This is an optimization exercise on Yosys and OpenROAD, whose aim is small area, a short achievable clock period and few clock cycles per item, not a production implementation. At most, simulation tests tie the RTL to the original design; equivalence was not proved. No functional check of the RTL was part of runs 1 and 6. Power and IR drop assume default switching activity.

### design/flow/config.mk
export PLATFORM = sky130hd
export DESIGN_NAME = rename_top
export DESIGN_NICKNAME = rename_top
export VERILOG_FILES = /design/flow/design.v
export SDC_FILE = /design/flow/constraint.sdc
export NUM_CORES = 4
export LEC_CHECK = 0
export CAP_MARGIN = 20
export CORE_MARGIN = 2
export CORE_UTILIZATION = 40
export SLEW_MARGIN = 20
### design/flow/constraint.sdc
create_clock -name core_clock -period 5.5 [get_ports {clk}]
set_input_delay 1.1000 -clock core_clock [delete_from_list [all_inputs] [get_ports {clk}]]
set_output_delay 1.1000 -clock core_clock [all_outputs]
set_load 0.01 [all_outputs]
### design/flow/design.v
`timescale 1ns/10ps
package rename_pkg;
    localparam int arch_regs = 32;
    localparam int phys_regs = 64;
    localparam int rob_depth = 16;
    localparam int xlen      = 32;
    typedef logic [4:0]      arch_reg_t;
    typedef logic [5:0]      phys_reg_t;
    typedef logic [3:0]      rob_id_t;
    typedef logic [xlen-1:0] pc_t;
endpackage
`timescale 1ns/10ps
module recovery_ctrl (
    input  logic flush,
    output logic recover
);
    assign recover = flush;
endmodule
`timescale 1ns/10ps
module walk_counter (
    input  logic                clk,
    input  logic                rst_n,
    input  rename_pkg::rob_id_t reset_value,
    input  logic                step,
    input  logic                load,
    input  rename_pkg::rob_id_t load_value,
    output rename_pkg::rob_id_t value
);
    always_ff @(posedge clk or negedge rst_n) begin
        if (!rst_n)     value <= reset_value;
        else if (load)  value <= load_value;
        else if (step)  value <= value + rename_pkg::rob_id_t'(1);
    end
endmodule
`timescale 1ns/10ps
module alias_table (
    input  logic [rename_pkg::arch_regs-1:1] gen,
    input  logic [rename_pkg::arch_regs-1:1] pend,
    input  rename_pkg::arch_reg_t lookup_rs1,
    input  rename_pkg::arch_reg_t lookup_rs2,
    input  rename_pkg::arch_reg_t write_rd,
    input  logic                  commit_valid,
    input  rename_pkg::arch_reg_t commit_rd,
    output rename_pkg::phys_reg_t map_rs1,
    output rename_pkg::phys_reg_t map_rs2,
    output rename_pkg::phys_reg_t free_phys,
    output logic                  rd_busy
);
    logic [rename_pkg::arch_regs-1:0] spec_gen;
    logic [rename_pkg::arch_regs-1:0] free_gen;
    logic [rename_pkg::arch_regs-1:0] busy;
    logic                             rd_commit;
    assign spec_gen = {gen ^ pend, 1'b0};
    assign free_gen = {~gen, 1'b0};
    assign busy     = {pend, 1'b0};
    assign map_rs1   = {spec_gen[lookup_rs1], lookup_rs1};
    assign map_rs2   = {spec_gen[lookup_rs2], lookup_rs2};
    assign rd_commit = commit_valid && (commit_rd == write_rd);
    assign free_phys = {free_gen[write_rd] ^ rd_commit, write_rd};
    assign rd_busy   = busy[write_rd] && !rd_commit;
endmodule
`timescale 1ns/10ps
module free_list (
    input  logic                  clk,
    input  logic                  rst_n,
    input  logic                  recover,
    input  logic                  rat_write,
    input  rename_pkg::arch_reg_t write_rd,
    input  logic                  commit_valid,
    input  rename_pkg::arch_reg_t commit_rd,
    input  rename_pkg::phys_reg_t commit_phys,
    output logic [rename_pkg::arch_regs-1:1] gen,
    output logic [rename_pkg::arch_regs-1:1] pend
);
    always_ff @(posedge clk or negedge rst_n) begin
        if (!rst_n) begin
            gen  <= '0;
            pend <= '0;
        end else begin
            for (int i = 1; i < rename_pkg::arch_regs; i++) begin
                if (commit_valid && commit_rd == rename_pkg::arch_reg_t'(i))
                    gen[i] <= commit_phys[5];
                if (recover)
                    pend[i] <= 1'b0;
                else if (rat_write && write_rd == rename_pkg::arch_reg_t'(i))
                    pend[i] <= 1'b1;
                else if (commit_valid && commit_rd == rename_pkg::arch_reg_t'(i))
                    pend[i] <= 1'b0;
            end
        end
    end
endmodule
`timescale 1ns/10ps
module rob_id_alloc (
    input  logic                clk,
    input  logic                rst_n,
    input  logic                flush,
    input  logic                alloc,
    input  logic                commit_valid,
    output rename_pkg::rob_id_t last_id,
    output logic                id_free
);
    rename_pkg::rob_id_t head;
    walk_counter u_head (
        .clk         (clk),
        .rst_n       (rst_n),
        .reset_value (4'd0),
        .step        (commit_valid),
        .load        (1'b0),
        .load_value  (4'd0),
        .value       (head)
    );
    walk_counter u_last (
        .clk         (clk),
        .rst_n       (rst_n),
        .reset_value (4'd15),
        .step        (alloc),
        .load        (flush),
        .load_value  (commit_valid ? head : head - rename_pkg::rob_id_t'(1)),
        .value       (last_id)
    );
    assign id_free = (last_id - head) != rename_pkg::rob_id_t'(rename_pkg::rob_depth - 2);
endmodule
`timescale 1ns/10ps
module rename_stage (
    input  logic                  clk,
    input  logic                  rst_n,
    input  logic                  flush,
    input  logic                  in_valid,
    input  rename_pkg::pc_t       in_pc,
    input  rename_pkg::arch_reg_t in_rd,
    output logic                  in_ready,
    output logic                  out_valid,
    input  logic                  out_ready,
    output rename_pkg::pc_t       out_pc,
    output rename_pkg::phys_reg_t out_phys_rs1,
    output rename_pkg::phys_reg_t out_phys_rs2,
    output rename_pkg::phys_reg_t out_phys_rd,
    input  rename_pkg::phys_reg_t map_rs1,
    input  rename_pkg::phys_reg_t map_rs2,
    input  rename_pkg::phys_reg_t free_phys,
    input  logic                  rd_busy,
    input  logic                  id_free,
    output logic                  alloc,
    output logic                  rat_write
);
    logic need_rd;
    logic slot_open;
    assign need_rd   = (in_rd != '0);
    assign slot_open = !out_valid || out_ready;
    assign in_ready  = id_free && slot_open && !rd_busy;
    assign alloc     = in_valid && in_ready && !flush;
    assign rat_write = alloc && need_rd;
    always_ff @(posedge clk or negedge rst_n) begin
        if (!rst_n) begin
            out_valid <= 1'b0;
        end else if (flush) begin
            out_valid <= 1'b0;
        end else if (alloc) begin
            out_valid <= 1'b1;
        end else if (out_ready) begin
            out_valid <= 1'b0;
        end
    end
    always_ff @(posedge clk) begin
        if (slot_open) begin
            out_pc       <= in_pc;
            out_phys_rs1 <= map_rs1;
            out_phys_rs2 <= map_rs2;
            out_phys_rd  <= need_rd ? free_phys : '0;
        end
    end
endmodule
`timescale 1ns/10ps
module rename_top (
    input  logic                  clk,
    input  logic                  rst_n,
    input  logic                  in_valid,
    input  rename_pkg::pc_t       in_pc,
    input  rename_pkg::arch_reg_t in_rs1,
    input  rename_pkg::arch_reg_t in_rs2,
    input  rename_pkg::arch_reg_t in_rd,
    output logic                  in_ready,
    output logic                  out_valid,
    input  logic                  out_ready,
    output rename_pkg::pc_t       out_pc,
    output rename_pkg::phys_reg_t out_phys_rs1,
    output rename_pkg::phys_reg_t out_phys_rs2,
    output rename_pkg::phys_reg_t out_phys_rd,
    output rename_pkg::rob_id_t   out_rob_id,
    input  logic                  commit_valid,
    input  rename_pkg::arch_reg_t commit_rd,
    input  rename_pkg::phys_reg_t commit_phys,
    input  logic                  flush
);
    logic                  recover;
    rename_pkg::phys_reg_t map_rs1;
    rename_pkg::phys_reg_t map_rs2;
    rename_pkg::phys_reg_t free_phys;
    logic                  rd_busy;
    logic                  alloc;
    logic                  rat_write;
    logic                  id_free;
    logic [rename_pkg::arch_regs-1:1] gen;
    logic [rename_pkg::arch_regs-1:1] pend;
    recovery_ctrl u_recovery_ctrl (
        .flush   (flush),
        .recover (recover)
    );
    free_list u_free_list (
        .clk          (clk),
        .rst_n        (rst_n),
        .recover      (recover),
        .rat_write    (rat_write),
        .write_rd     (in_rd),
        .commit_valid (commit_valid),
        .commit_rd    (commit_rd),
        .commit_phys  (commit_phys),
        .gen          (gen),
        .pend         (pend)
    );
    alias_table u_alias_table (
        .gen        (gen),
        .pend       (pend),
        .lookup_rs1 (in_rs1),
        .lookup_rs2 (in_rs2),
        .write_rd   (in_rd),
        .commit_valid (commit_valid),
        .commit_rd  (commit_rd),
        .map_rs1    (map_rs1),
        .map_rs2    (map_rs2),
        .free_phys  (free_phys),
        .rd_busy    (rd_busy)
    );
    rob_id_alloc u_rob_id_alloc (
        .clk          (clk),
        .rst_n        (rst_n),
        .flush        (flush),
        .alloc        (alloc),
        .commit_valid (commit_valid),
        .last_id      (out_rob_id),
        .id_free      (id_free)
    );
    rename_stage u_rename_stage (.*);
endmodule
### design/flow/run.sh
#!/bin/bash
# synth_recipe.tcl (not shown) runs the flow's synth.tcl, then flattens the netlist and writes it again
# the make line also repeats each setting of config.mk as NAME=value (left out here)
make -C /OpenROAD-flow-scripts/flow DESIGN_CONFIG=/design/flow/config.mk WORK_HOME=/design/flow/orfs CLKGATE_MAP_FILE= SYNTH_SCRIPT=/design/flow/synth_recipe.tcl finish
==> results of run 1 <==
[worst min path at each step]
stage | end
floorplan | u_rob_id_alloc.u_head.value[2]$_DFFE_PN0P_
global placement | u_rob_id_alloc.u_head.value[2]$_DFFE_PN0P_
detailed placement | u_rob_id_alloc.u_head.value[2]$_DFFE_PN0P_
CTS | u_rob_id_alloc.u_head.value[2]$_DFFE_PN0P_
global route | u_rob_id_alloc.u_head.value[2]$_DFFE_PN0P_
finish | u_rob_id_alloc.u_head.value[2]$_DFFE_PN0P_
[cell usage in the layout (no fill, tap or decap), types with 6 or more instances in the layout]
master                              n
sky130_fd_sc_hd__clkdlybuf4s50_1  112
sky130_fd_sc_hd__dfrtp_1           67
sky130_fd_sc_hd__nand2_1           50
sky130_fd_sc_hd__edfxtp_1          50
sky130_fd_sc_hd__nor2_1            32
sky130_fd_sc_hd__mux2_2            32
sky130_fd_sc_hd__mux4_2            29
sky130_fd_sc_hd__nand3_1           26
sky130_fd_sc_hd__xor2_1            25
sky130_fd_sc_hd__xnor2_1           21
sky130_fd_sc_hd__clkbuf_16         17
sky130_fd_sc_hd__buf_4             15
sky130_fd_sc_hd__a21oi_1           14
sky130_fd_sc_hd__o32ai_1           14
sky130_fd_sc_hd__nor2b_1           12
sky130_fd_sc_hd__inv_1             10
sky130_fd_sc_hd__mux2i_1            8
sky130_fd_sc_hd__o21ai_0            8
sky130_fd_sc_hd__nor3_1             8
sky130_fd_sc_hd__o31ai_1            7
sky130_fd_sc_hd__nor4_1             6
sky130_fd_sc_hd__ha_1               6
[state kept, by name, indices dropped and copies added (netlist names)]
register / cells
u_rename_stage.out_phys_rs1: 6
u_free_list.pend: 31
u_rename_stage.out_phys_rd: 6
u_free_list.gen: 31
u_rob_id_alloc.u_last.value: 4
u_rename_stage.out_phys_rs2: 6
u_rename_stage.out_valid: 1
u_rename_stage.out_pc: 32
u_rob_id_alloc.u_head.value: 4
[cell usage after synthesis, drive strengths merged (2+ instances only)]
cell type,number
inv,10
dfstp,4
o211ai,2
and2,4
nand4,4
nand4b,4
xnor2,21
o31ai,7
nor2b,12
nand3,26
and3,3
a22oi,3
nor3b,2
buf,11
clkbuf,28
xor2,25
o32ai,14
or3,2
nor2,32
ha,6
nor4,6
a31oi,4
nand2b,5
nor3,8
mux4,29
edfxtp,50
o21ai,11
mux2i,8
a21oi,14
dfrtp,67
nand2,51
mux2,32
[final cells by class]
| cell class | count | area, um^2 |
|---|---|---|
| clock inverters | 13 | 178 |
| well taps | 211 | 264 |
| repair buffers | 129 | 1240 |
| flip-flops and latches | 121 | 3280 |
| clock buffers | 19 | 433 |
| fillers | 1346 | 7040 |
| multi-input cells | 348 | 2830 |
| inverters | 11 | 41.3 |
[cells by family (layout without fill, tap and decap cells)]
group,Yosys count,count (layout),share of synthesized area
AND/OR/NAND/NOR,162,162,0.124
flip-flops,121,121,0.520
multiplexers,69,69,0.173
AO/OA/AOI/OAI,65,65,0.0745
buffers and inverters,50,172,0.0331
XOR/XNOR,46,46,0.0638
adder cells (fa/ha/maj),6,6,0.0119
[report_power, final]
part,internal (mW),switching (mW),leakage (nW)
registers,1.09,0.103,1.45
logic,0.383,0.367,1.49
clock network,0.753,0.408,0.286
total,2.22,0.878,3.23
[critical path, delay by kind of cell]
| family | cells | cell delay [ns] |
|---|---|---|
| buffers and inverters | 4 | 1.82 |
| AO/OA/AOI/OAI | 2 | 0.66 |
| AND/OR/NAND/NOR | 3 | 0.36 |
[metal layers]
metal | share of wire | vias to the layer above | global-route usage
met4 | 0.016 | 0 | 0.0708
met3 | 0.081 | 26 | 0.0557
li1 | - | 2140 | -
met5 | 0 | - | 0
met2 | 0.46 | 271 | 0.334
met1 | 0.44 | 2340 | 0.295
==> impl.org, run 1 <==
** Job
- MaxCap Viol Count :: 0

** Worst setup path
- Along the worst path, the maximum fanout reaches 9.
- CP Data Required Time :: 4.40 ns
- Slowest cell on crit path :: sky130_fd_sc_hd__clkdlybuf4s50_1
- For the worst flop-to-flop path, the logic depth is 7.
- The largest single stage delay on the critical path is between 0.9 and 1 ns.
- Worst flop-to-flop path endpoint :: u_free_list.pend[19]$_DFFE_PN0P_
- By startpoint and endpoint, the worst setup path is classified as in -> out.
- Signal arrival time at the worst endpoint :: ~4.0 ns
- In this run the worst setup path terminates at in_ready.
- Timing startpoint of the critical path :: in_rd[0]
- In this run the register-to-register setup slack is a little over 3 ns.
- Startpoint Class :: primary input
- Traced cell by cell, the critical path runs through clkdlybuf4s50_1 > buf_4 > nor2b_1 > a221oi_1 > nor3_1 > o311ai_4 > nand2_2 > inv_1 > clkdlybuf4s50_1.
- In this run the critical register-to-register path is launched from u_free_list.pend[1]$_DFFE_PN0P_.
- Crit path capture type :: primary output
- Most Frequent Cell on Critical Path :: sky130_fd_sc_hd__clkdlybuf4s50_1

** Clock network
- After clock tree synthesis, the clock-pin slew on the worst setup and hold paths is around 0.06 ns.
- The clock drives 121 sinks.
- After clock tree synthesis, the flow added hold-fix buffers numbering 0.
- Latest clock arrival within the worst-skew pair :: 0.42 ns
- CTS placed an instance of sky130_fd_sc_hd__clkbuf_16 at the clock tree root.
- The H-tree was split into 4 levels.
- Once the clock tree was built, the setup fixing pass inserted 0 buffers.
- TritonCTS built the clock tree.
- CTS Buf Count :: 17
- The clock passes through at most 2 buffers.
- Post-CTS resize count :: 0

** Cells and area
- After the last flow step, the layout net total stands at approximately 700.
- Final instance area :: roughly 8300 um^2
- In the final layout, the share of cells above drive strength 1 is 0.181.
- The repair_antennas step left the layout with diodes totalling 0.
- Leaving out filler cells and counting taps, the final layout contains about 850.
- At the end of the flow the core is filled with cells to 0.540.
- Relative area change from synthesis to final layout :: 30.9%

** Drt
- The detailed router placed approximately 4800 vias in this run.
- Post-DRT Antenna Nets :: 0
- DRT Pass-1 Iters :: 5
- Post-DR wirelength/cell :: about 21 um
- Count of routing violations after the opening detailed-route iteration :: 401
- Dividing the detail-routed via count by the number of cells gives 5.61.
- After detailed routing, the total wire length is 17.5 mm.
- DRC violations left :: 0

** Die
- After floorplanning, the core was divided into 45 placement rows.
- Height of the die :: about 130 um
- Die width :: between 100 and 150 um
- In this run the count of I/O pins placed on the die edge is 120.
- In this run the standard cell core region covers roughly 15000 um^2.
- The initial utilization of the core area, before any placement, comes to 0.413.
- The floorplan step defined a die boundary enclosing approximately 17000 um^2.

** GRT
- For this run, the total global-route usage over all layers was measured as 0.215.
- Number of antenna violations at the first check in global routing :: 0
- The total overflow left after global routing is 0.
- Wire length of the first global-routing pass :: around 27 mm
- Entering global routing, the biggest net connects 72 pins.
- Via count of the first global-routing pass :: about 4700

** Synthesis
- Summed instance area of the synthesized netlist :: ~6300 um^2
- When the netlist entered floorplanning its net count stood at a little under 600.
- After synthesis the netlist holds a flip-flop and latch count of ~120.
- After synthesis, the netlist uses a little over 50 different library cells.
- For this run, the leading register cell type out of synthesis is sky130_fd_sc_hd__dfrtp_1.
- Sequential-to-total area share from yosys stat :: 0.520
- Synth top area cells :: sky130_fd_sc_hd__dfrtp_1, sky130_fd_sc_hd__edfxtp_1, sky130_fd_sc_hd__mux4_2
- Yosys warns :: 4
- For this run, asynchronously set or reset flops after synthesis account for 0.587.
- Area share of the largest cell type after synthesis :: 0.265
- Library cell with the largest summed area after synthesis :: sky130_fd_sc_hd__dfrtp_1
- After technology mapping, the gate count stands at approximately 520.
- Each instance of the synthesized netlist takes up on average ~12 um^2.
- In this run, synthesis inferred 50 flip-flops with an integrated enable.

** Timing
- Pin slew with the least headroom to its limit :: roughly 0.94 ns
- Worst-case hold slack :: 0.526 ns
- On the final layout, the worst clock skew is 0.00786 ns.
- Of the available clock period, the critical path in the final layout requires 0.919.
- Setup violations remaining at the end of the flow were counted as 0.
- Final critical delay including setup and external delays :: 5.05 ns
- Setup repair after global routing missed its margin :: false
- Headroom to the max-slew limit came out at 0.373.
- Timing would allow up to 0.198 GHz.
- In the final timing run, aggregate negative setup slack is 0 ns.
- The number of max-slew violations in the final report came to 0.
- Number of hold-slack violations in the final timing report :: 0
- Final Worst Setup Slack :: about 0.45 ns

** Pwr
- For this design the static power due to leakage is 3.23 nW.
- Power comes to a little over 3 mW.
- In this run the power density over the cells is 375 nW/um^2.
- Across the VDD grid, the largest voltage drop is between 0.2 and 0.3 mV.

** Place
- Post-placement worst setup slack :: 0.469 ns
- Final GP Congestion :: between 0.8 and 0.9
- Number of port buffers :: 114
- After legalization and detailed placement, the total HPWL measured ~13 mm.
- Post-Place Cell Area :: 7670 um^2
- Including well taps, the total number of placed cells is 820.

** Min path
- WHS Path Cells :: 1
- Start point of the worst min-delay path :: u_rob_id_alloc.u_head.value[2]$_DFFE_PN0P_
- HP Class :: reg -> reg

** Outcome
- The flow ran to the end and the layout has no timing, DRC or antenna violations.
==> inputs of run 2 (changes only) <==
--- a/design/flow/design.v
+++ b/design/flow/design.v
@@ -51,12 +51,12 @@
     logic [rename_pkg::arch_regs-1:0] busy;
     logic                             rd_commit;
     assign spec_gen = {gen ^ pend, 1'b0};
-    assign free_gen = {~gen, 1'b0};
+    assign free_gen = {~(gen ^ pend), 1'b0};
     assign busy     = {pend, 1'b0};
     assign map_rs1   = {spec_gen[lookup_rs1], lookup_rs1};
     assign map_rs2   = {spec_gen[lookup_rs2], lookup_rs2};
+    assign free_phys = {free_gen[write_rd], write_rd};
     assign rd_commit = commit_valid && (commit_rd == write_rd);
-    assign free_phys = {free_gen[write_rd] ^ rd_commit, write_rd};
     assign rd_busy   = busy[write_rd] && !rd_commit;
 endmodule
 `timescale 1ns/10ps
@@ -167,7 +167,7 @@
             out_pc       <= in_pc;
             out_phys_rs1 <= map_rs1;
             out_phys_rs2 <= map_rs2;
-            out_phys_rd  <= need_rd ? free_phys : '0;
+            out_phys_rd  <= free_phys;
         end
     end
 endmodule
--- a/design/flow/config.mk
+++ b/design/flow/config.mk
@@ -7,5 +7,6 @@
 export LEC_CHECK = 0
 export CAP_MARGIN = 20
 export CORE_MARGIN = 2
-export CORE_UTILIZATION = 40
+export CORE_UTILIZATION = 50
+export SETUP_SLACK_MARGIN = 2.5
 export SLEW_MARGIN = 20
==> impl.org, run 2 <==
** Synthesis
- Summed instance area of the synthesized netlist :: approximately 6300 um^2
- Main synth FF type :: sky130_fd_sc_hd__dfrtp_1
- Post-synthesis net count :: around 600
- Yosys warns :: 4
- Sequential-to-total area share from yosys stat :: 0.525
- Unique masters post-synth :: 50
- Synth cell count leaders :: sky130_fd_sc_hd__dfrtp_1, sky130_fd_sc_hd__edfxtp_1, sky130_fd_sc_hd__nor2_1
- Count of flip-flops with a built-in enable after synthesis :: 50
- A synthesized cell averages 12.0 um^2.
- Count of state elements after synthesis :: about 120
- The share of synthesized area in the top cell type comes to 0.268.
- Synth top area cells :: sky130_fd_sc_hd__dfrtp_1, sky130_fd_sc_hd__edfxtp_1, sky130_fd_sc_hd__mux4_2
- Dominant cell by count in the synthesized netlist :: sky130_fd_sc_hd__dfrtp_1
- In the synthesized netlist, the number of instances is 519.
- For this run, asynchronously set or reset flops after synthesis account for 0.587.
- Library cell with the largest summed area after synthesis :: sky130_fd_sc_hd__dfrtp_1

** Pwr
- The design draws about 3.0 mW.
- Of the total power, the share spent switching nets is 0.277.
- Summed over all nets, the switching power comes to roughly 0.83 mW.
- Of the total power, combinational logic draws 0.247.
- Part of the power in registers :: 0.390
- Internal power component :: 2.17 mW
- Peak VDD IR :: between 0.2 and 0.25 mV
- In this run the power density over the cells is 368 nW/um^2.
- Leakage component of the power :: roughly 3.2 nW
- Fraction of power consumed by the clock network :: 0.363

** Cells and area
- Top register by number of flip-flops :: u_rename_stage.out_pc
- Relative area change from synthesis to final layout :: 30.3%
- In the final layout, the share of cells above drive strength 1 is 0.180.
- After filler insertion, the fill cell instance count of the layout stands at ~960.
- Commonest non-fill, non-tap cells in the layout :: sky130_fd_sc_hd__clkdlybuf4s50_1, sky130_fd_sc_hd__dfrtp_1, sky130_fd_sc_hd__edfxtp_1
- The register with the most flip-flops in the layout has 32 of them.
- Final cell count without fillers :: between 800 and 900
- Most common library cell in the layout ignoring fill and taps :: sky130_fd_sc_hd__clkdlybuf4s50_1
- Final instance area :: approximately 8000 um^2
- After the last flow step, the layout net total stands at around 700.
- Post-Route Utilization :: 0.673
- Ant diodes :: 0
- Largest registers :: u_rename_stage.out_pc (32), u_free_list.gen (31), u_free_list.pend (31)

** Clock network
- Clock tree from TritonCTS :: yes
- After clock tree synthesis, the clock-pin slew on the worst setup and hold paths is 0.05 ns.
- Clock tree synthesis found a total of 121 sinks.
- Latest clock arrival within the worst-skew pair :: approximately 0.42 ns
- CTS placed an instance of sky130_fd_sc_hd__clkbuf_16 at the clock tree root.
- In this run the number of H-tree levels came out at 4.
- Maximum clock insertion buffer count :: 2
- CTS Buf Count :: 17

** Place
- Post-Place Cell Area :: ~7500 um^2
- The number of placed instances, taps included, is ~780.
- Before CTS, the worst setup slack after placement is between 0.5 and 0.6 ns.
- Final GP Congestion :: approximately 0.9
- HPWL after DPL :: about 11 mm
- Number of port buffers :: roughly 110

** Min path
- HP Class :: reg -> reg

** Timing
- Setup Viol. Count Final :: 0
- Max Slew Vio Count :: 0
- The routed design could run at a clock period as short as around 3.8 ns.
- Based on the critical path, the design can be clocked at up to between 0.2 and 0.3 GHz.
- Worst-case hold slack :: about 0.52 ns
- Number of hold-slack violations in the final timing report :: 0
- Aggregate negative setup slack :: 0 ns
- Pin slew with the least headroom to its limit :: 1.03 ns
- Worst-case clock skew :: between 0.006 and 0.007 ns
- Relative slew margins :: 0.313
- Setup repair after global routing missed its margin :: true
- Final Worst Setup Slack :: approximately 1.7 ns
- Dividing the final minimum period by the clock period gives 0.682.

** Drt
- Post-DR wirelength/cell :: a little under 20 um
- Post-DRT Antenna Nets :: 0
- Count of routing violations after the opening detailed-route iteration :: around 610
- DRT Pass-1 Iters :: 5
- Detailed-route vias per instance :: ~5.7
- DRC violations left :: 0
- The routed layout has around 4600 vias.
- Final Routed Wirelength :: approximately 16 mm

** Worst setup path
- Slowest cell on crit path :: sky130_fd_sc_hd__mux4_2
- Kind of cell with the highest combined delay on the critical path :: multiplexers
- Walking the worst path, the cells encountered are buf_12 > mux4_2 > mux4_2 > nand3b_4 > o211ai_4 > buf_6.
- The largest single stage delay on the critical path is between 0.5 and 0.6 ns.
- Together, buffers and inverters on the worst path number 2.
- Crit path capture type :: primary output
- Signal arrival time at the worst endpoint :: approximately 2.7 ns
- The worst setup path is of the in -> out kind.
- Critical path fanouts, max :: 6
- Startpoint Class :: primary input
- By instance count, the cell type seen most on the critical path is sky130_fd_sc_hd__mux4_2.
- CP Data Required Time :: roughly 4.4 ns

** GRT
- In the global route stage, overall resource usage came out at 0.252.
- The initial antenna violation count was 0.
- The total overflow left after global routing is 0.
- Wire length of the first global-routing pass :: 25.1 mm
- The number of global-route vias before repair is 4571.
- Maximum number of pins on one net before global-route repair :: between 70 and 80

** Die
- The total area inside the core boundary comes to 12100 um^2.
- Height of the die :: about 120 um
- The die covers 13400 um^2.
- Effective utilization at floorplan :: 0.516
- Cell row count :: 40
- between 100 and 150 I/O pins were placed.
- Die width :: 116 um

** Job
- MaxCap Viol Count :: 0

** Outcome
- The flow ran to the end and the layout has no timing, DRC or antenna violations.
==> run 2: cell types whose count changed after synthesis, sizes merged, moves of 5 or more <==
cell / previous run / this run
nand2: 51 / 31
inv: 10 / 26
o21ai: 11 / 22
nor2: 32 / 41
nand4: 4 / 11
o31ai: 7 / 0
clkbuf: 28 / 22
mux4: 29 / 23
nor3: 8 / 2
nand3: 26 / 21
o32ai: 14 / 19
==> run 2: logic make-up after synthesis <==
logic type	Yosys count	share of synthesized area
and+or+nand+nor	140	0.111
muxes	70	0.165
xor gates and xnor gates	44	0.0638
AOI/OAI and AO/OA	78	0.0839
buffers and inverters	60	0.0386
adders and majority gates	6	0.0120
DFF	121	0.525
==> run 2: power by group through the flow <==
stage,Combinational (mW),Clock [mW],Sequential [mW]
after floorplan,0.421,0,1.20
after global placement,0.710,0,1.18
after detailed placement,0.727,0,1.19
after CTS,0.746,1.10,1.17
after global routing,0.805,1.15,1.19
final,0.741,1.09,1.17
==> run 2: final cells by class <==
type | instances | area (um^2) | area share
tap | 168 | 210 | 0.0258
inverter | 27 | 101 | 0.0124
sequential | 121 | 3280 | 0.403
multi-input combinational | 338 | 2740 | 0.337
timing repair buffer | 128 | 1240 | 0.152
clock inverter | 11 | 129 | 0.0158
clock buffer | 21 | 440 | 0.0540
==> run 2: metal layers <==
metal	wire length [um]	share of wire	up-vias	global-route usage
met5	0	0	-	0
met3	1300	0.081	29	0.0492
met1	7160	0.45	2275	0.368
met4	326	0.020	0	0.103
met2	7260	0.45	223	0.374
li1	-	-	2122	-
==> run 2: worst paths after layout <==
kind / startpoint / endpoint / slack [ns] / depth (start not counted)
min: u_free_list.gen[15]$_DFFE_PN0P_ / u_free_list.gen[15]$_DFFE_PN0P_ / 0.52 / 1
max: in_rd[0] / in_ready / 1.75 / 6
min reg2reg: u_free_list.gen[15]$_DFFE_PN0P_ / u_free_list.gen[15]$_DFFE_PN0P_ / 0.52 / 1
max in group asynchronous: rst_n / u_free_list.gen[27]$_DFFE_PN0P_ / 4.02 / 2
max reg2reg: u_rob_id_alloc.u_head.value[2]$_DFFE_PN0P_ / u_free_list.pend[15]$_DFFE_PN0P_ / 2.76 / 9
min in group asynchronous: rst_n / u_free_list.gen[31]$_DFFE_PN0P_ / 0.87 / 2
==> run 2: timing repair <==
action / CTS / global route
buffers inserted: 3 / 0
hold buffers: 0 / 0
pin swaps: 2 / 2
gates resized for setup: 30 / 3
hold endpoints to repair: 0 / 0
cloned: 1 / 0
endpoints found under the setup margin: 40 / 9
==> run 2: worst reg2reg max path: cells and delay by family, from the launching register on <==
family	cells	cell delay [ns]
adders and majority gates	1	0.20
DFF	1	0.44
and+or+nand+nor	2	0.51
AOI/OAI and AO/OA	3	0.80
buffers and inverters	2	0.36
xor gates and xnor gates	1	0.34
Testbench counts of run 2, summed over its fixed seeds: cycles 6,716, items 4,096.
==> inputs of run 3 (changes only) <==
--- a/design/flow/design.v
+++ b/design/flow/design.v
@@ -150,7 +150,7 @@
     assign slot_open = !out_valid || out_ready;
     assign in_ready  = id_free && slot_open && !rd_busy;
     assign alloc     = in_valid && in_ready && !flush;
-    assign rat_write = alloc && need_rd;
+    assign rat_write = in_valid && id_free && slot_open && need_rd;
     always_ff @(posedge clk or negedge rst_n) begin
         if (!rst_n) begin
             out_valid <= 1'b0;
==> impl.org, run 3 <==
** Synthesis
- Sequential-to-total area share from yosys stat :: 0.531
- Averaged over all synthesized cells, the footprint is between 10 and 15 um^2.
- During synthesis, Yosys emitted a total of 4 warnings.
- Yosys instantiated no cell more often than sky130_fd_sc_hd__dfrtp_1.
- Post-synthesis net count :: between 500 and 600
- Count of flip-flops with a built-in enable after synthesis :: 50
- Main synth FF type :: sky130_fd_sc_hd__dfrtp_1
- Share of synthesized registers carrying an async set or reset :: 0.587
- The synthesized design contains between 100 and 150 register bits.
- Cell count after synthesis :: between 500 and 600
- Unique masters post-synth :: 45
- Summed instance area of the synthesized netlist :: about 6200 um^2
- By count the netlist is led by sky130_fd_sc_hd__dfrtp_1, sky130_fd_sc_hd__nand2_1, sky130_fd_sc_hd__edfxtp_1, sky130_fd_sc_hd__nor2_1, sky130_fd_sc_hd__mux2_2.
- Area share of the largest cell type after synthesis :: 0.271
- Library cell with the largest summed area after synthesis :: sky130_fd_sc_hd__dfrtp_1
- Ranked by total cell area, the synthesized netlist is headed by sky130_fd_sc_hd__dfrtp_1, sky130_fd_sc_hd__edfxtp_1, sky130_fd_sc_hd__mux4_2.

** Outcome
- Result of the run :: complete, no violations

** Die
- between 100 and 150 I/O pins were placed.
- From left edge to right edge, the die measures 115 um.
- The floorplan step defined a die boundary enclosing 13300 um^2.
- In this run the core area contains 40 standard-cell rows.
- Height of the die :: roughly 120 um
- For this configuration, the core starts out at a cell density of 0.513.
- Area of the core :: roughly 12000 um^2

** Worst setup path
- Timing startpoint of the critical path :: in_rd[1]
- Slowest stage delay, CP :: approximately 0.50 ns
- Crit path capture type :: primary output
- Cell-by-cell trace of the critical path :: buf_12 > buf_12 > mux2i_1 > mux4_2 > a22oi_4 > nand4_1 > and3_1 > buf_2
- In this run the worst path has a maximum fanout of 5.
- STA classifies the critical path startpoint as a primary input.
- The critical path contains buffers and inverters numbering 3 combined.
- In this run the critical register-to-register path is launched from u_rob_id_alloc.u_head.value[2]$_DFFE_PN0P_.
- The cell family contributing the most delay on the critical path is multiplexers.
- Path type of the worst setup path :: in -> out
- The most numerous cell type found on the critical path is sky130_fd_sc_hd__buf_12.
- CP Data Required Time :: 4.40 ns
- The largest individual stage delay along the critical path comes from the cell sky130_fd_sc_hd__mux4_2.
- Signal arrival time at the worst endpoint :: about 2.7 ns

** Clock network
- CTS Buf Count :: 17
- For this design, the sink count on the clock tree is about 120.
- Clock tree from TritonCTS :: yes
- Clock-pin slew was measured on the worst setup and hold paths at approximately 0.050 ns.
- After clock tree synthesis, the flow added hold-fix buffers numbering 0.
- Clock root buffer master :: sky130_fd_sc_hd__clkbuf_16
- Counting along the longest clock path gives a buffer depth of 2.
- CTS HTree Levels :: 4
- Latest clock arrival within the worst-skew pair :: roughly 0.42 ns

** GRT
- In the global route stage, met2 resource usage came out at 0.398.
- The number of global-route vias before repair came to about 4600.
- Routing layer with the top usage in global route :: met2
- Summed over all layers, the global routing overflow is 0.
- For met3 alone, demand over resource in global routing was 0.0606.
- Wire length of the first global-routing pass :: between 20 and 25 mm
- The initial antenna violation count is 0.
- Entering global routing, the biggest net connects 72 pins.
- In the global route stage, overall resource usage came out at 0.252.
- Global-route track usage on met1 :: 0.331

** Cells and area
- Final-stage net count :: a little under 700
- Of the cells placed in the final design, the portion with a size suffix greater than 1 is 0.192.
- Most common library cell in the layout ignoring fill and taps :: sky130_fd_sc_hd__clkdlybuf4s50_1
- Leaving out fill and tap cells, the most frequent cells in the layout are sky130_fd_sc_hd__clkdlybuf4s50_1, sky130_fd_sc_hd__dfrtp_1, sky130_fd_sc_hd__nand2_1.
- In the final layout, the registers with the most flip-flops are u_rename_stage.out_pc (32), u_free_list.gen (31), u_free_list.pend (31).
- The register with the most flip-flops in the layout has 32 of them.
- Top register by number of flip-flops :: u_rename_stage.out_pc
- Compared with the post-synthesis result, the final layout area differs by 32.4%.
- Ant diodes :: 0

** Timing
- The number of max-slew violations in the final report was 0.
- Derived from the worst setup path, the maximum achievable clock frequency is 0.266 GHz.
- Aggregate negative setup slack :: 0 ns
- Dividing the final minimum period by the clock period gives 0.684.
- Setup Viol. Count Final :: 0
- Clock skew on the completed layout was measured at 0.00701 ns.
- Number of hold-slack violations in the final timing report :: 0
- At the pin with the least slew margin, the transition time is ~0.91 ns.
- Setup repair after global routing missed its margin :: true
- Relative slew margins :: 0.392
- Final critical delay including setup and external delays :: 3.76 ns

** Drt
- The routed design has between 15 and 20 mm of wire.
- After detailed routing, the average wire length per cell comes to 19.6 um.
- DRC violations left :: 0
- Detailed-route vias per instance :: about 5.6
- Vias after detailed routing :: 4536
- Before antenna repair, the detailed router went through 5 iterations.
- Count of routing violations after the opening detailed-route iteration :: about 420
- The count of nets left with antenna violations once routing finished came out at 0.

** Place
- The count of buffers added on input and output ports is ~110.
- At the end of routability-driven placement, the weighted congestion stood at ~0.95.
- Once detailed placement completed, the half-perimeter wirelength came to approximately 11 mm.

** Pwr
- Power spread over the standard cell area amounts to 369 nW/um^2.
- Summing internal, switching and leakage power gives 3.02 mW.
- Peak VDD IR :: 0.277 mV
- Leakage component of the power :: approximately 3.4 nW

** Job
- Across the run, the number of max-cap violations was 0.

** Min path
- The worst hold path begins at u_rob_id_alloc.u_head.value[3]$_DFFE_PN0P_.
- HP Class :: reg -> reg
-- run 3: worst register-to-register path, delay by kind of cell (launching register included) --
family | cells | cell delay [ns]
AO/OA/AOI/OAI | 1 | 0.17
XOR/XNOR | 1 | 0.33
adder cells (fa/ha/maj) | 1 | 0.20
buffers and inverters | 1 | 0.07
flip-flops | 1 | 0.44
AND/OR/NAND/NOR | 4 | 1.12
-- run 3: per-stage QoR --
stage	area, um^2	util	hold slack (ns)	setup slack [ns]	instances
after floorplan	6190	-	0.487	2.02	504
after global placement	7440	0.617	0.509	0.805	763
final	8190	0.679	0.520	1.74	804
after global routing	8190	0.679	0.544	1.68	804
after CTS	8180	0.678	0.521	1.71	804
after detailed placement	7430	0.616	0.509	0.757	763
-- run 3: kinds of logic after synthesis --
| group | synth area share |
|---|---|
| and+or+nand+nor | 0.107 |
| DFF | 0.531 |
| muxes | 0.176 |
| AOI/OAI and AO/OA | 0.0791 |
| xor gates and xnor gates | 0.0645 |
| buffers and inverters | 0.0303 |
| adders and majority gates | 0.0121 |
-- run 3: worst paths after layout --
check | to | slack, ns | depth (start not counted)
max | in_ready | 1.74 | 8
min | u_rob_id_alloc.u_head.value[3]$_DFFE_PN0P_ | 0.52 | 1
max reg2reg | u_free_list.pend[23]$_DFFE_PN0P_ | 3.10 | 8
min reg2reg | u_rob_id_alloc.u_head.value[3]$_DFFE_PN0P_ | 0.52 | 1
max in group asynchronous | u_free_list.gen[17]$_DFFE_PN0P_ | 4.01 | 2
min in group asynchronous | u_rob_id_alloc.u_head.value[2]$_DFFE_PN0P_ | 0.91 | 2
-- run 3: area by class of cell --
class,count,area (um^2)
Inverter,12,47.5
Multi-Input combinational cell,342,2770
Tap cell,168,210
Clock inverter,10,125
Fill cell,921,3870
Clock buffer,22,464
Sequential cell,121,3280
Timing Repair Buffer,129,1290
-- run 3: routing by layer --
| layer | wire [um] | vias to the layer above |
|---|---|---|
| met5 | 0 | - |
| met4 | 501 | 0 |
| met3 | 1290 | 37 |
| met2 | 7320 | 195 |
| met1 | 6640 | 2233 |
| li1 | - | 2071 |
-- run 3: what timing repair did --
item | 4_1_cts | 5_1_grt
buffers inserted | 7 | 0
endpoints found under the setup margin | 40 | 18
pin swaps | 4 | 4
cloned | 2 | 0
gates resized for setup | 34 | 11
-- run 3: where the power goes --
group | switching (mW) | internal, mW | total (mW)
sequential | 0.0903 | 1.09 | 1.18
clock | 0.376 | 0.728 | 1.10
combinational | 0.345 | 0.393 | 0.738
Testbench counts of run 3, summed over its fixed seeds: cycles 6,716, items 4,096.
==> inputs of run 4 (changes only) <==
==> design/flow/flow/run.sh (new file) <==
#!/bin/bash
# The standard layout, with the resizer free to change a cell's footprint
# and the port buffers made of buf_4 cells instead of delay buffers.
set -euo pipefail
bash standard.sh MATCH_CELL_FOOTPRINT=0 \
    "BUFFER_PORTS_ARGS=-buffer_cell sky130_fd_sc_hd__buf_4" \
    finish > standard_flow.log 2>&1
==> design/flow/standard.sh (new file) <==
#!/bin/bash
# synth_recipe.tcl (not shown) runs the flow's synth.tcl, then flattens the netlist and writes it again
# the make line also repeats each setting of config.mk as NAME=value (left out here)
make -C /OpenROAD-flow-scripts/flow DESIGN_CONFIG=/design/flow/config.mk WORK_HOME=/design/flow/orfs CLKGATE_MAP_FILE= SYNTH_SCRIPT=/design/flow/synth_recipe.tcl "${@:-finish}"
removed: design/flow/run.sh
==> impl.org, run 4 <==
** Outcome
- The flow ran to the end and the layout has no timing, DRC or antenna violations.

** GRT
- For this run the aggregate overflow at the end of global routing stands at 0.
- Via count of the first global-routing pass :: ~4400
- Global Route Usage Sum :: 0.250
- Wire length of the first global-routing pass :: around 24 mm
- Maximum number of pins on one net before global-route repair :: 72
- Number of antenna violations at the first check in global routing :: 0

** Synthesis
- In this run, synthesis produced a sequential element count of 121.
- Synth cell count leaders :: sky130_fd_sc_hd__dfrtp_1, sky130_fd_sc_hd__nand2_1, sky130_fd_sc_hd__edfxtp_1, sky130_fd_sc_hd__nor2_1, sky130_fd_sc_hd__mux2_2
- Dominant cell by count in the synthesized netlist :: sky130_fd_sc_hd__dfrtp_1
- For this run, the register share of the synthesized area comes to 0.531.
- Library cell with the largest summed area after synthesis :: sky130_fd_sc_hd__dfrtp_1
- Yosys warns :: 4
- The number of nets in the synthesized netlist is 574.
- Summed instance area of the synthesized netlist :: 6180 um^2
- The synthesized design contains 50 enable-type register cells.
- In the post-synthesis netlist, the biggest area contributors are sky130_fd_sc_hd__dfrtp_1, sky130_fd_sc_hd__edfxtp_1, sky130_fd_sc_hd__mux4_2.
- Of the post-synthesis cell area, the dominant cell type holds 0.271.
- Synthesis handed over a netlist of 504 instances.
- Share of synthesized registers carrying an async set or reset :: 0.587
- Main synth FF type :: sky130_fd_sc_hd__dfrtp_1
- Syn avg cell area :: between 10 and 15 um^2
- Unique masters post-synth :: 45

** Drt
- Vias after detailed routing :: approximately 4500
- In the final routed layout, each cell accounts on average for roughly 19 um.
- After detailed routing, the number of vias per cell comes to approximately 5.6.
- In this run the remaining antenna-violating nets after routing total 0.
- Count of routing violations after the opening detailed-route iteration :: 370
- In the routed design, unresolved DRC markers number 0.
- The first detailed-routing pass took 5 iterations.
- Summed over all layers, the routed wires come to between 15 and 20 mm.

** Timing
- Number of hold-slack violations in the final timing report :: 0
- In the finished design, the share of the clock period the worst path needs comes to 0.661.
- Setup repair after global routing could not meet its margin everywhere.
- Final hold analysis gives a worst-case slack of about 0.52 ns.
- For the pin with the worst max-slew slack, the measured transition is 1.02 ns.
- Timing would allow up to about 0.28 GHz.
- Clock skew on the completed layout was measured at between 0.009 and 0.01 ns.
- Setup Viol. Count Final :: 0
- Summed over all failing endpoints, the final setup total negative slack is 0 ns.
- Relative slew margins :: 0.315
- The worst path meets setup with between 1.5 and 2 ns of slack.
- The number of max-slew violations in the final report came to 0.
- Final critical delay including setup and external delays :: between 3 and 4 ns

** Worst setup path
- By startpoint and endpoint, the worst setup path is classified as in -> out.
- In this run the number of cells on the critical path is 8.
- Broken down by cell family, the worst path's largest delay share belongs to multiplexers.
- Slowest stage delay, CP :: 0.49 ns
- Crit path capture type :: primary output
- Walking the worst path, the cells encountered are buf_16 > buf_6 > mux2i_2 > mux4_2 > nand3b_1 > nand4_1 > and3_1 > buf_6.
- By instance count, the cell type seen most on the critical path is sky130_fd_sc_hd__buf_6.
- CP Data Required Time :: roughly 4.4 ns
- Across all register-to-register paths, the minimum setup slack is approximately 2.9 ns.
- Following the worst setup path forward leads to its endpoint at in_ready.
- The worst setup path is launched from a primary input.
- The startpoint identified for the worst register-to-register timing path is u_rob_id_alloc.u_last.value[2]$_DFFE_PN1P_.
- The endpoint identified for the worst register-to-register timing path is u_rob_id_alloc.u_last.value[3]$_DFFE_PN1P_.
- For the worst flop-to-flop path, the logic depth is 7.
- Slowest cell on crit path :: sky130_fd_sc_hd__mux4_2
- Number of buffers and inverters on the critical path :: 3
- STA puts the critical path data arrival time at 2.53 ns.
- Critical path fanouts, max :: 5
- Tracing the worst setup path back leads to its startpoint at in_rd[1].

** Place
- Summing all placed instances gives a cell area of approximately 7100 um^2.
- Post-placement worst setup slack :: ~1.5 ns
- Once detailed placement completed, the half-perimeter wirelength came to 10.3 mm.
- The count of buffers added on input and output ports is roughly 110.
- The congestion estimate from routability-driven global placement came to 0.867.

** Pwr
- Comb power frac :: 0.241
- Fraction of power consumed by the clock network :: 0.355
- Power per Cell Area :: 370 nW/um^2
- The share of total power dissipated in sequential elements is 0.404.
- Internal power component :: 2.07 mW
- Leakage component of the power :: between 3 and 4 nW
- Switching part of the total :: 0.290
- The analysis attributes to net switching a power of ~0.84 mW.
- IR analysis of the VDD net gives a maximum drop of around 0.26 mV.

** Clock network
- The H-tree was split into 4 levels.
- CTS placed an instance of sky130_fd_sc_hd__clkbuf_16 at the clock tree root.
- Latest clock arrival within the worst-skew pair :: between 0.4 and 0.5 ns
- CTS Buf Count :: 17
- Clock tree from TritonCTS :: yes
- Clock-pin slew was measured on the worst setup and hold paths at around 0.060 ns.
- The longest clock path from root to sink contains 2 buffers.
- TritonCTS sink count :: around 120

** Min path
- The path class of the tightest hold or removal check is reg -> reg.
- WHS Path Cells :: 1

** Die
- The die is about 120 um wide.
- The floorplan step defined a die boundary enclosing 13300 um^2.
- For this configuration, the core starts out at a cell density of 0.513.
- The die is around 120 um tall.
- Area of the core :: 12100 um^2
- Number of top-level pins :: 120
- The floorplan has 40 rows.

** Cells and area
- From synthesis to final layout, the design area changed by 27.0%.
- Leaving out fill and tap cells, the most frequent cells in the layout are sky130_fd_sc_hd__buf_4, sky130_fd_sc_hd__dfrtp_1, sky130_fd_sc_hd__nand2_1.
- Largest register FFs :: 32
- Top register by number of flip-flops :: u_rename_stage.out_pc
- In the final layout, the share of cells above drive strength 1 is 0.360.
- The number of antenna diodes in the final layout is 0.
- The net count of the finished layout is 688.
- After routing the design area is a little under 8000 um^2.
- Largest registers :: u_rename_stage.out_pc (32), u_free_list.gen (31), u_free_list.pend (31)
- The library cell used most frequently in the layout, excluding fill and tap cells, is sky130_fd_sc_hd__buf_4.
- The layout has around 950 filler cells.

** Job
- Across the run, the number of max-cap violations was 0.
-- run 4: cell count changes in the layout (fill, tap and decap cells not counted), sizes merged, moves of 2 or more --
cell	before	now
buf	20	122
clkdlybuf4s50	100	0
clkbuf	25	19
clkinv	6	10
clkinvlp	2	5
bufinv	3	1
clkdlybuf4s15	2	0
dlygate4sd2	2	0
-- run 4: worst reg2reg max path, cell delays in order (launching register included) --
cell and delay (ns):
sky130_fd_sc_hd__dfstp_2 0.55, sky130_fd_sc_hd__ha_1 0.19, sky130_fd_sc_hd__xnor3_1 0.31, sky130_fd_sc_hd__nand4b_1 0.14
sky130_fd_sc_hd__nand3_1 0.41, sky130_fd_sc_hd__a41oi_4 0.52, sky130_fd_sc_hd__a21oi_1 0.13, sky130_fd_sc_hd__o31a_1 0.28
-- run 4: worst min-delay path by stage --
stage,start,endpoint,slack (ns)
2_1_floorplan,u_rob_id_alloc.u_head.value[3]$_DFFE_PN0P_,u_rob_id_alloc.u_head.value[3]$_DFFE_PN0P_,0.49
3_3_place_gp,u_free_list.gen[24]$_DFFE_PN0P_,u_free_list.gen[24]$_DFFE_PN0P_,0.51
3_5_place_dp,u_rob_id_alloc.u_head.value[3]$_DFFE_PN0P_,u_rob_id_alloc.u_head.value[3]$_DFFE_PN0P_,0.51
4_1_cts,u_free_list.gen[8]$_DFFE_PN0P_,u_free_list.gen[8]$_DFFE_PN0P_,0.53
5_1_grt,u_free_list.gen[12]$_DFFE_PN0P_,u_free_list.gen[12]$_DFFE_PN0P_,0.54
6_report,u_free_list.gen[8]$_DFFE_PN0P_,u_free_list.gen[8]$_DFFE_PN0P_,0.52
-- run 4: power by group through the flow --
stage	registers (mW)	logic, mW	clock network (mW)
2_1_floorplan	1.21	0.414	0
3_3_place_gp	1.19	0.663	0
3_5_place_dp	1.19	0.681	0
4_1_cts	1.18	0.696	1.05
5_1_grt	1.19	0.771	1.09
6_report	1.18	0.700	1.03
-- run 4: final cells by class --
type	count	area [um^2]	share of cell area
Clock buffer	17	425	0.0541
Clock inverter	15	130	0.0166
Inverter	12	56.3	0.00717
Multi-Input combinational cell	342	2750	0.351
Sequential cell	121	3280	0.418
Tap cell	168	210	0.0268
Timing Repair Buffer	124	997	0.127
-- run 4: stage by stage --
stage | total power [mW] | utilization | cells
floorplan | 1.62 | - | 504
finish | 2.91 | 0.651 | 799
CTS | 2.93 | 0.647 | 797
global route | 3.06 | 0.651 | 799
detailed placement | 1.87 | 0.590 | 757
global placement | 1.85 | 0.590 | 757
-- run 4: logic make-up after synthesis --
family	after synthesis	share of synthesized area
AND/OR/NAND/NOR	148	0.107
buffers and inverters	41	0.0303
multiplexers	77	0.176
flip-flops	121	0.531
AO/OA/AOI/OAI	67	0.0791
XOR/XNOR	44	0.0645
adder cells (fa/ha/maj)	6	0.0121
-- run 4: timing repair --
action,CTS,global route
buffers inserted,6,2
resized for setup,10,6
pin swaps,2,1
endpoints found under the setup margin,1,26
gates cloned,2,0
hold buffers,0,0
-- run 4: per-layer routing --
metal | track usage | wire length (um) | part of all wire | vias to the layer above
met1 | 0.351 | 6900 | 0.44 | 2206
met5 | 0 | 0 | 0 | -
met4 | 0.112 | 383 | 0.025 | 0
met2 | 0.373 | 7150 | 0.46 | 200
li1 | - | - | - | 2065
met3 | 0.0590 | 1130 | 0.072 | 30
==> inputs of run 5 (changes only) <==
==> design/flow/flow/run.sh (replaced) <==
#!/bin/bash
# The standard layout, with the resizer free to change a cell's footprint
# and the port buffers made of buf_2 cells instead of delay buffers.
set -euo pipefail
bash standard.sh MATCH_CELL_FOOTPRINT=0 \
    "BUFFER_PORTS_ARGS=-buffer_cell sky130_fd_sc_hd__buf_2" \
    finish > standard_flow.log 2>&1
--- a/design/flow/config.mk
+++ b/design/flow/config.mk
@@ -8,5 +8,8 @@
 export CAP_MARGIN = 20
 export CORE_MARGIN = 2
 export CORE_UTILIZATION = 50
+export CTS_BUF_LIST = sky130_fd_sc_hd__clkbuf_8
+export CTS_CLUSTER_DIAMETER = 60
+export CTS_CLUSTER_SIZE = 30
 export SETUP_SLACK_MARGIN = 2.5
 export SLEW_MARGIN = 20
==> impl.org, run 5 <==
** Outcome
- Result of the run :: complete, no violations

** GRT
- The number of global-route vias before repair is between 4000 and 5000.
- After global routing the overflow that remains totals 0.
- The first global-routing pass estimated 23.6 mm of wire.
- Global Route Usage Sum :: 0.241
- Number of antenna violations at the first check in global routing :: 0
- Maximum number of pins on one net before global-route repair :: slightly above 70

** Synthesis
- Summed instance area of the synthesized netlist :: 6180 um^2
- Area share of the largest cell type after synthesis :: 0.271
- Summed over all instances, the cell type with the most area after synthesis is sky130_fd_sc_hd__dfrtp_1.
- Counting flops with a built-in enable in the synthesized netlist gives 50.
- Sequential-to-total area share from yosys stat :: 0.531
- Syn avg cell area :: 12.3 um^2
- Sorting the synthesized cells by area gives the leading types as sky130_fd_sc_hd__dfrtp_1, sky130_fd_sc_hd__edfxtp_1, sky130_fd_sc_hd__mux4_2.
- Count of state elements after synthesis :: about 120
- The cell count after synthesis came out at 504.
- Post-synthesis net count :: 574
- In the synthesized netlist the async set-or-reset flop fraction comes to 0.587.
- For this run, the leading register cell type out of synthesis is sky130_fd_sc_hd__dfrtp_1.
- Unique masters post-synth :: 45
- Among all cell types in the netlist, the one instantiated most often is sky130_fd_sc_hd__dfrtp_1.
- Yosys warns :: 4
- Sorting the synthesized cells by how often they occur yields sky130_fd_sc_hd__dfrtp_1, sky130_fd_sc_hd__nand2_1, sky130_fd_sc_hd__edfxtp_1, sky130_fd_sc_hd__nor2_1, sky130_fd_sc_hd__mux2_2.

** Timing
- Across all hold checks on the routed design, the worst slack comes to roughly 0.53 ns.
- Number of hold-slack violations in the final timing report :: 0
- In the finished design, the share of the clock period the worst path needs comes to 0.658.
- Setup repair after global routing could not meet its margin everywhere.
- At the pin with the least slew margin, the transition time is 1.05 ns.
- After layout, the minimum clock period comes to around 3.6 ns.
- Max frequency :: between 0.2 and 0.3 GHz
- In this run the tightest slew margin relative to its limit is 0.300.
- For the final database, setup skew stands at ~0.011 ns.
- Max Slew Vio Count :: 0
- Setup violations remaining at the end of the flow were counted as 0.
- Aggregate negative setup slack :: 0 ns

** Die
- Die width :: ~120 um
- Area of the core :: about 12000 um^2
- Die Area :: roughly 13000 um^2
- The floorplan has 40 rows.
- The die is about 120 um tall.
- Effective utilization at floorplan :: 0.513
- Number of top-level pins :: 120

** Clock network
- TritonCTS built the clock tree.
- Clock root buffer master :: sky130_fd_sc_hd__clkbuf_8
- Latest clock arrival within the worst-skew pair :: 0.45 ns
- Maximum clock insertion buffer count :: 2
- CTS Buf Count :: 17
- Clock transition at the registers of the reported paths :: 0.07 ns
- The H-tree was split into 4 levels.
- The clock drives 121 sinks.

** Worst setup path
- Timing startpoint of the critical path :: in_rd[1]
- Number of buffers and inverters on the critical path :: 2
- Cell-by-cell trace of the critical path :: buf_16 > mux2i_2 > mux4_2 > a22oi_4 > nand4_1 > and3_1 > buf_2
- STA classifies the critical path endpoint as a primary output.
- Setup slack on the worst reg-to-reg path comes out at 2.82 ns.
- Slowest stage delay, CP :: approximately 0.50 ns
- In this run the critical register-to-register path is captured at u_free_list.pend[12]$_DFFE_PN0P_.
- In this run the critical register-to-register path is launched from u_rob_id_alloc.u_head.value[2]$_DFFE_PN0P_.
- Path type of the worst setup path :: in -> out
- Worst reg2reg path depth :: 8
- In this run the worst path has a maximum fanout of 7.
- STA puts the critical path data required time at between 4 and 5 ns.
- Data arrives at the worst endpoint at approximately 2.5 ns.
- Startpoint Class :: primary input
- Counting buffers and inverters, the worst setup path is 7 cells deep.
- Kind of cell with the highest combined delay on the critical path :: multiplexers
- The most critical setup path has its endpoint at in_ready.
- Slowest cell on crit path :: sky130_fd_sc_hd__mux4_2

** Drt
- Post-DRT Antenna Nets :: 0
- In the routed layout, each cell is associated on average with a via count of around 5.6.
- Dividing the detail-routed wire length by the instance count gives approximately 19 um.
- After detailed routing, the number of remaining DRC violations is 0.
- DRT Pass-1 Iters :: 5
- Final Routed Wirelength :: roughly 15 mm
- Vias after detailed routing :: 4491
- The first routing iteration left approximately 360 violations.

** Cells and area
- Most common library cell in the layout ignoring fill and taps :: sky130_fd_sc_hd__buf_2
- The register with the most flip-flops in the layout has 32 of them.
- In the final layout, the share of cells above drive strength 1 is 0.353.
- Ant diodes :: 0
- Largest registers :: u_rename_stage.out_pc (32), u_free_list.gen (31), u_free_list.pend (31)
- u_rename_stage.out_pc holds more flip-flops than any other register.
- In the final design database the tool counted 686 nets.
- Relative area change from synthesis to final layout :: 19.9%
- Commonest non-fill, non-tap cells in the layout :: sky130_fd_sc_hd__buf_2, sky130_fd_sc_hd__dfrtp_1, sky130_fd_sc_hd__nand2_1
- Final instance area :: roughly 7400 um^2

** Pwr
- Power per Cell Area :: ~360 nW/um^2
- VDD sags by at most ~0.28 mV.
- Summed over all cells, the static leakage comes to 3.24 nW.

** Min path
- HP Class :: reg -> reg

** Job
- MaxCap Viol Count :: 0

** Place
- The congestion estimate from routability-driven global placement came to roughly 0.84.
- Post-Place Cell Area :: approximately 6800 um^2
- HPWL after DPL :: just over 10 mm
- The count of buffers added on input and output ports is between 100 and 150.
==> run 5: worst min path at each step <==
stage / start / to / slack, ns / cells past startpoint
6_report: u_rob_id_alloc.u_head.value[3]$_DFFE_PN0P_ / u_rob_id_alloc.u_head.value[3]$_DFFE_PN0P_ / 0.53 / 1
3_3_place_gp: u_free_list.gen[27]$_DFFE_PN0P_ / u_free_list.gen[27]$_DFFE_PN0P_ / 0.51 / 1
3_5_place_dp: u_free_list.gen[6]$_DFFE_PN0P_ / u_free_list.gen[6]$_DFFE_PN0P_ / 0.51 / 1
2_1_floorplan: u_rob_id_alloc.u_head.value[3]$_DFFE_PN0P_ / u_rob_id_alloc.u_head.value[3]$_DFFE_PN0P_ / 0.49 / 1
4_1_cts: u_rob_id_alloc.u_head.value[3]$_DFFE_PN0P_ / u_rob_id_alloc.u_head.value[3]$_DFFE_PN0P_ / 0.53 / 1
5_1_grt: u_rob_id_alloc.u_head.value[3]$_DFFE_PN0P_ / u_rob_id_alloc.u_head.value[3]$_DFFE_PN0P_ / 0.54 / 1
==> run 5: through the flow <==
step	std cells	setup slack (ns)	total power [mW]	utilization
after global placement	758	1.33	1.80	0.567
after detailed placement	758	1.30	1.83	0.567
after floorplan	504	2.02	1.62	-
after global routing	797	1.86	2.81	0.615
final	797	1.88	2.67	0.615
after CTS	797	1.85	2.69	0.613
==> run 5: repair_timing <==
action / in CTS / in global routing
pin swaps: 1 / 1
endpoints found under the setup margin: 1 / 19
hold buffers: 0 / 0
resized for setup: 15 / 4
cloned: 2 / 0
buffers inserted: 5 / 0
==> run 5: cell type report <==
class | instances | area (um^2)
Clock buffer | 17 | 234
Timing Repair Buffer | 122 | 699
Sequential cell | 121 | 3280
Multi-Input combinational cell | 342 | 2740
Inverter | 12 | 56.3
Clock inverter | 15 | 188
Tap cell | 168 | 210
Fill cell | 978 | 4650
==> run 5: cell families (layout without fill, tap and decap cells) <==
kind of cell | Yosys count | count (layout) | share of synthesized area
AND/OR/NAND/NOR | 148 | 148 | 0.107
flip-flops | 121 | 121 | 0.531
multiplexers | 77 | 77 | 0.176
AO/OA/AOI/OAI | 67 | 67 | 0.0791
XOR/XNOR | 44 | 44 | 0.0645
buffers and inverters | 41 | 166 | 0.0303
adder cells (fa/ha/maj) | 6 | 6 | 0.0121
==> run 5: per-layer routing <==
| metal | routed length [um] | GRT usage |
|---|---|---|
| met1 | 6640 | 0.324 |
| met2 | 6990 | 0.372 |
| met3 | 1050 | 0.0685 |
| met4 | 380 | 0.0980 |
| met5 | 0 | 0 |
==> run 5: power by group <==
part / switching (mW) / leakage (nW) / internal, mW
clock network: 0.360 / 0.221 / 0.487
logic: 0.337 / 1.56 / 0.312
registers: 0.0856 / 1.45 / 1.09
==> run 5: worst reg2reg max path, stage by stage (launching register included) <==
cell and delay (ns):
sky130_fd_sc_hd__dfrtp_1 0.44, sky130_fd_sc_hd__inv_1 0.07, sky130_fd_sc_hd__ha_1 0.20, sky130_fd_sc_hd__xnor3_1 0.32
sky130_fd_sc_hd__nand4b_1 0.15, sky130_fd_sc_hd__nand3_1 0.37, sky130_fd_sc_hd__nor3_2 0.71, sky130_fd_sc_hd__a22oi_1 0.22
sky130_fd_sc_hd__nor2_1 0.12
==> inputs of run 6 (changes only) <==
--- a/design/flow/design.v
+++ b/design/flow/design.v
@@ -48,16 +48,21 @@
 );
     logic [rename_pkg::arch_regs-1:0] spec_gen;
     logic [rename_pkg::arch_regs-1:0] free_gen;
-    logic [rename_pkg::arch_regs-1:0] busy;
-    logic                             rd_commit;
+    logic [rename_pkg::arch_regs-1:0] blocked;
+    logic [rename_pkg::arch_regs-1:0] rd_sel;
     assign spec_gen = {gen ^ pend, 1'b0};
     assign free_gen = {~(gen ^ pend), 1'b0};
-    assign busy     = {pend, 1'b0};
+    always_comb begin
+        for (int i = 0; i < rename_pkg::arch_regs; i++) begin
+            blocked[i] = (i != 0) && pend[i] &&
+                         !(commit_valid && commit_rd == rename_pkg::arch_reg_t'(i));
+            rd_sel[i]  = (write_rd == rename_pkg::arch_reg_t'(i));
+        end
+    end
     assign map_rs1   = {spec_gen[lookup_rs1], lookup_rs1};
     assign map_rs2   = {spec_gen[lookup_rs2], lookup_rs2};
     assign free_phys = {free_gen[write_rd], write_rd};
-    assign rd_commit = commit_valid && (commit_rd == write_rd);
-    assign rd_busy   = busy[write_rd] && !rd_commit;
+    assign rd_busy   = |(blocked & rd_sel);
 endmodule
 `timescale 1ns/10ps
 module free_list (
@@ -150,7 +155,7 @@
     assign slot_open = !out_valid || out_ready;
     assign in_ready  = id_free && slot_open && !rd_busy;
     assign alloc     = in_valid && in_ready && !flush;
-    assign rat_write = in_valid && id_free && slot_open && need_rd;
+    assign rat_write = alloc && need_rd;
     always_ff @(posedge clk or negedge rst_n) begin
         if (!rst_n) begin
             out_valid <= 1'b0;
==> design/flow/run.sh (new file) <==
#!/bin/bash
# synth_recipe.tcl (not shown) runs the flow's synth.tcl, then flattens the netlist and writes it again
# the make line also repeats each setting of config.mk as NAME=value (left out here)
make -C /OpenROAD-flow-scripts/flow DESIGN_CONFIG=/design/flow/config.mk WORK_HOME=/design/flow/orfs CLKGATE_MAP_FILE= SYNTH_SCRIPT=/design/flow/synth_recipe.tcl finish
==> design/flow/config.mk (replaced) <==
export PLATFORM = sky130hd
export DESIGN_NAME = rename_top
export DESIGN_NICKNAME = rename_top
export VERILOG_FILES = /design/flow/design.v
export SDC_FILE = /design/flow/constraint.sdc
export NUM_CORES = 4
export LEC_CHECK = 0
export ABC_CLOCK_PERIOD_IN_PS = 3000
export CAP_MARGIN = 20
export CORE_MARGIN = 2
export CORE_UTILIZATION = 40
export SETUP_SLACK_MARGIN = 2.5
export SLEW_MARGIN = 20
removed: design/flow/flow/run.sh
removed: design/flow/standard.sh
==> impl.org, run 6 <==
** Outcome
- The flow ran to the end and the layout has no timing, DRC or antenna violations.

** Synthesis
- The commonest cells after synthesis are sky130_fd_sc_hd__dfrtp_1, sky130_fd_sc_hd__nand2_1, sky130_fd_sc_hd__edfxtp_1.
- After technology mapping, the gate count stands at 544.
- Count of state elements after synthesis :: 121
- Main synth FF type :: sky130_fd_sc_hd__dfrtp_1
- Dominant cell by count in the synthesized netlist :: sky130_fd_sc_hd__dfrtp_1
- Unique masters post-synth :: 63
- For this run, asynchronously set or reset flops after synthesis account for 0.587.
- By area the synthesized netlist is led by sky130_fd_sc_hd__dfrtp_1, sky130_fd_sc_hd__edfxtp_1, sky130_fd_sc_hd__mux4_2.
- Syn avg cell area :: 11.9 um^2
- Of the synthesized area, sequential elements account for 0.508.
- The Yosys step of the flow raised 6 warnings.
- Yosys mapped a number of flops with a built-in enable equal to 50.
- The share of synthesized area in the top cell type comes to 0.260.

** Cells and area
- After routing the design area is between 9000 and 10000 um^2.
- Post-Route Utilization :: 0.580
- Largest registers :: u_rename_stage.out_pc (32), u_free_list.gen (31), u_free_list.pend (31)
- In the final layout, the share of cells above drive strength 1 is 0.296.
- Leaving out fill and tap cells, the most frequent cell in the layout is sky130_fd_sc_hd__clkdlybuf4s50_1.
- The register with the most flip-flops in the layout has 32 of them.
- Compared with the post-synthesis result, the final layout area differs by 42.1%.
- Ant diodes :: 0

** Timing
- Number of hold-slack violations in the final timing report :: 0
- Aggregate negative setup slack :: 0 ns
- For the pin with the worst max-slew slack, the measured transition is a little over 1 ns.
- Final critical-path share of the clock period :: 0.723
- The number of max-slew violations in the final report is 0.
- Setup repair after global routing missed its margin :: true
- Final critical delay including setup and external delays :: 3.98 ns
- Based on the critical path, the design can be clocked at up to approximately 0.25 GHz.
- Setup Viol. Count Final :: 0
- Relative slew margins :: 0.313
- Clock skew on the completed layout was measured at about 0.013 ns.

** Place
- The placed instances occupy a cell area of 7900 um^2.
- At the end of routability-driven placement, the weighted congestion stood at 0.901.
- Number of port buffers :: 114
- Summed over all nets, the half-perimeter wirelength after detailed placement is roughly 13 mm.
- Once placement completed, the tool counted placed cells totaling about 860.

** Drt
- Detailed routing placed a total of about 1.8 mm of wire on met3.
- In the detailed route, the total length drawn on met2 is 8.83 mm.
- Count of routing violations after the opening detailed-route iteration :: roughly 480
- Post-DRT Antenna Nets :: 0
- DRT Pass-1 Iters :: 5
- Detailed-route vias per instance :: roughly 5.7
- In the final routed layout, each cell accounts on average for about 22 um.
- Final Routed Wirelength :: 19.9 mm
- Vias after detailed routing :: roughly 5300

** Clock network
- Hold Buf Count CTS :: 0
- The root buffer cell chosen for the clock tree is sky130_fd_sc_hd__clkbuf_16.
- The clock passes through at most 2 buffers.

** Die
- After floorplanning, the core was sized to cover around 16000 um^2.
- Measured along the y axis, the die boundary spans roughly 130 um.
- Cell row count :: 46
- Effective utilization at floorplan :: 0.408

** Pwr
- The share of total power dissipated in sequential elements is 0.363.
- Across the VDD grid, the largest voltage drop is between 0.2 and 0.25 mV.
- In this run the power spent charging and discharging nets is about 0.94 mW.
- Internal power comes to 2.33 mW.
- Leakage component of the power :: around 3.5 nW
- Of the total power, the clock network draws 0.336.

** Worst setup path
- CP Data Required Time :: approximately 4.4 ns
- Data on the critical path arrives at its endpoint at between 2 and 3 ns.
- Path type of the worst setup path :: in -> out
- Critical path fanouts, max :: 8
- The worst setup path is captured at a primary output.

** GRT
- Global Route Usage Sum :: 0.237
- GR Overflow Total :: 0
- The initial antenna violation count came to 0.
- Wire length of the first global-routing pass :: approximately 30 mm
- The number of global-route vias before repair was between 5000 and 6000.

** Job
- MaxCap Viol Count :: 0
==> run 6: cell types whose count changed after synthesis, moves of 5 or more <==
cell	delta
sky130_fd_sc_hd__xnor2_1	+11
sky130_fd_sc_hd__a21boi_0	+5
sky130_fd_sc_hd__nand3b_1	+6
sky130_fd_sc_hd__a22oi_1	-24
sky130_fd_sc_hd__inv_1	+12
sky130_fd_sc_hd__mux2i_1	-14
sky130_fd_sc_hd__a2111oi_0	+16
sky130_fd_sc_hd__a21oi_1	-6
sky130_fd_sc_hd__a32oi_1	+23
sky130_fd_sc_hd__xor2_1	-14
==> run 6: area by class of cell <==
class                   count  area, um^2
flip-flops and latches    121        3280
well taps                 216         270
clock buffers              22         444
repair buffers            166        1680
inverters                  22        82.6
clock inverters            10         126
multi-input cells         364        3300
fillers                  1265        6650
==> run 6: final timing paths <==
kind / startpoint / endpoint / cells after the start
max reg2reg: u_free_list.pend[1]$_DFFE_PN0P_ / u_rob_id_alloc.u_last.value[1]$_DFFE_PN1P_ / 17
min in group asynchronous: rst_n / u_free_list.pend[30]$_DFFE_PN0P_ / 2
max: commit_rd[3] / in_ready / 8
min reg2reg: u_free_list.gen[15]$_DFFE_PN0P_ / u_free_list.gen[15]$_DFFE_PN0P_ / 1
min: u_free_list.gen[15]$_DFFE_PN0P_ / u_free_list.gen[15]$_DFFE_PN0P_ / 1
max in group asynchronous: rst_n / u_free_list.pend[10]$_DFFE_PN0P_ / 2
==> run 6: power groups by stage <==
stage | combinational, mW | sequential, mW | clock, mW
floorplan | 0.462 | 1.22 | 0
global placement | 0.793 | 1.20 | 0
detailed placement | 0.807 | 1.20 | 0
CTS | 0.958 | 1.19 | 1.12
global route | 1.06 | 1.21 | 1.16
finish | 0.988 | 1.19 | 1.10
==> run 6: logic make-up after synthesis <==
logic type	after synthesis	share of synthesized area
adder cells (fa/ha/maj)	6	0.0116
multiplexers	60	0.139
flip-flops	121	0.508
AO/OA/AOI/OAI	93	0.113
buffers and inverters	59	0.0414
AND/OR/NAND/NOR	165	0.132
XOR/XNOR	40	0.0542
==> run 6: stage by stage <==
step	setup slack, ns	power [mW]	hold WS [ns]
global placement	0.288	1.99	0.510
global route	1.53	3.43	0.536
detailed placement	0.232	2.01	0.516
CTS	1.66	3.26	0.527
finish	1.52	3.28	0.523
floorplan	1.99	1.68	0.487
==> run 6: timing repair <==
action | in CTS | in global routing
pin swaps | 31 | 26
cloned | 4 | 0
setup endpoints to repair | 38 | 37
resized for setup | 136 | 40
setup buffers | 23 | 5
==> run 6: critical path: stages <==
cell	delay [ns]
sky130_fd_sc_hd__buf_4	0.14
sky130_fd_sc_hd__nor2_2	0.36
sky130_fd_sc_hd__a2111oi_4	0.16
sky130_fd_sc_hd__nor4_2	0.38
sky130_fd_sc_hd__nand4_1	0.22
sky130_fd_sc_hd__nor2_1	0.17
sky130_fd_sc_hd__o2111a_1	0.21
sky130_fd_sc_hd__buf_2	0.14
==> run 6: routing by layer <==
layer	up-vias	global-route usage
li1	2341	-
met1	2577	0.311
met2	304	0.376
met3	63	0.0601
met4	0	0.0982
met5	-	0

Re-timed with assumed drivers on the ports (clkbuf_16 on the clock, buf_2 on other inputs), run 6 has 1.479 ns of setup slack against 1.522 ns with ideal ports, and 1.101 ns once port delays also move by the mid clock arrival of 0.453 ns.
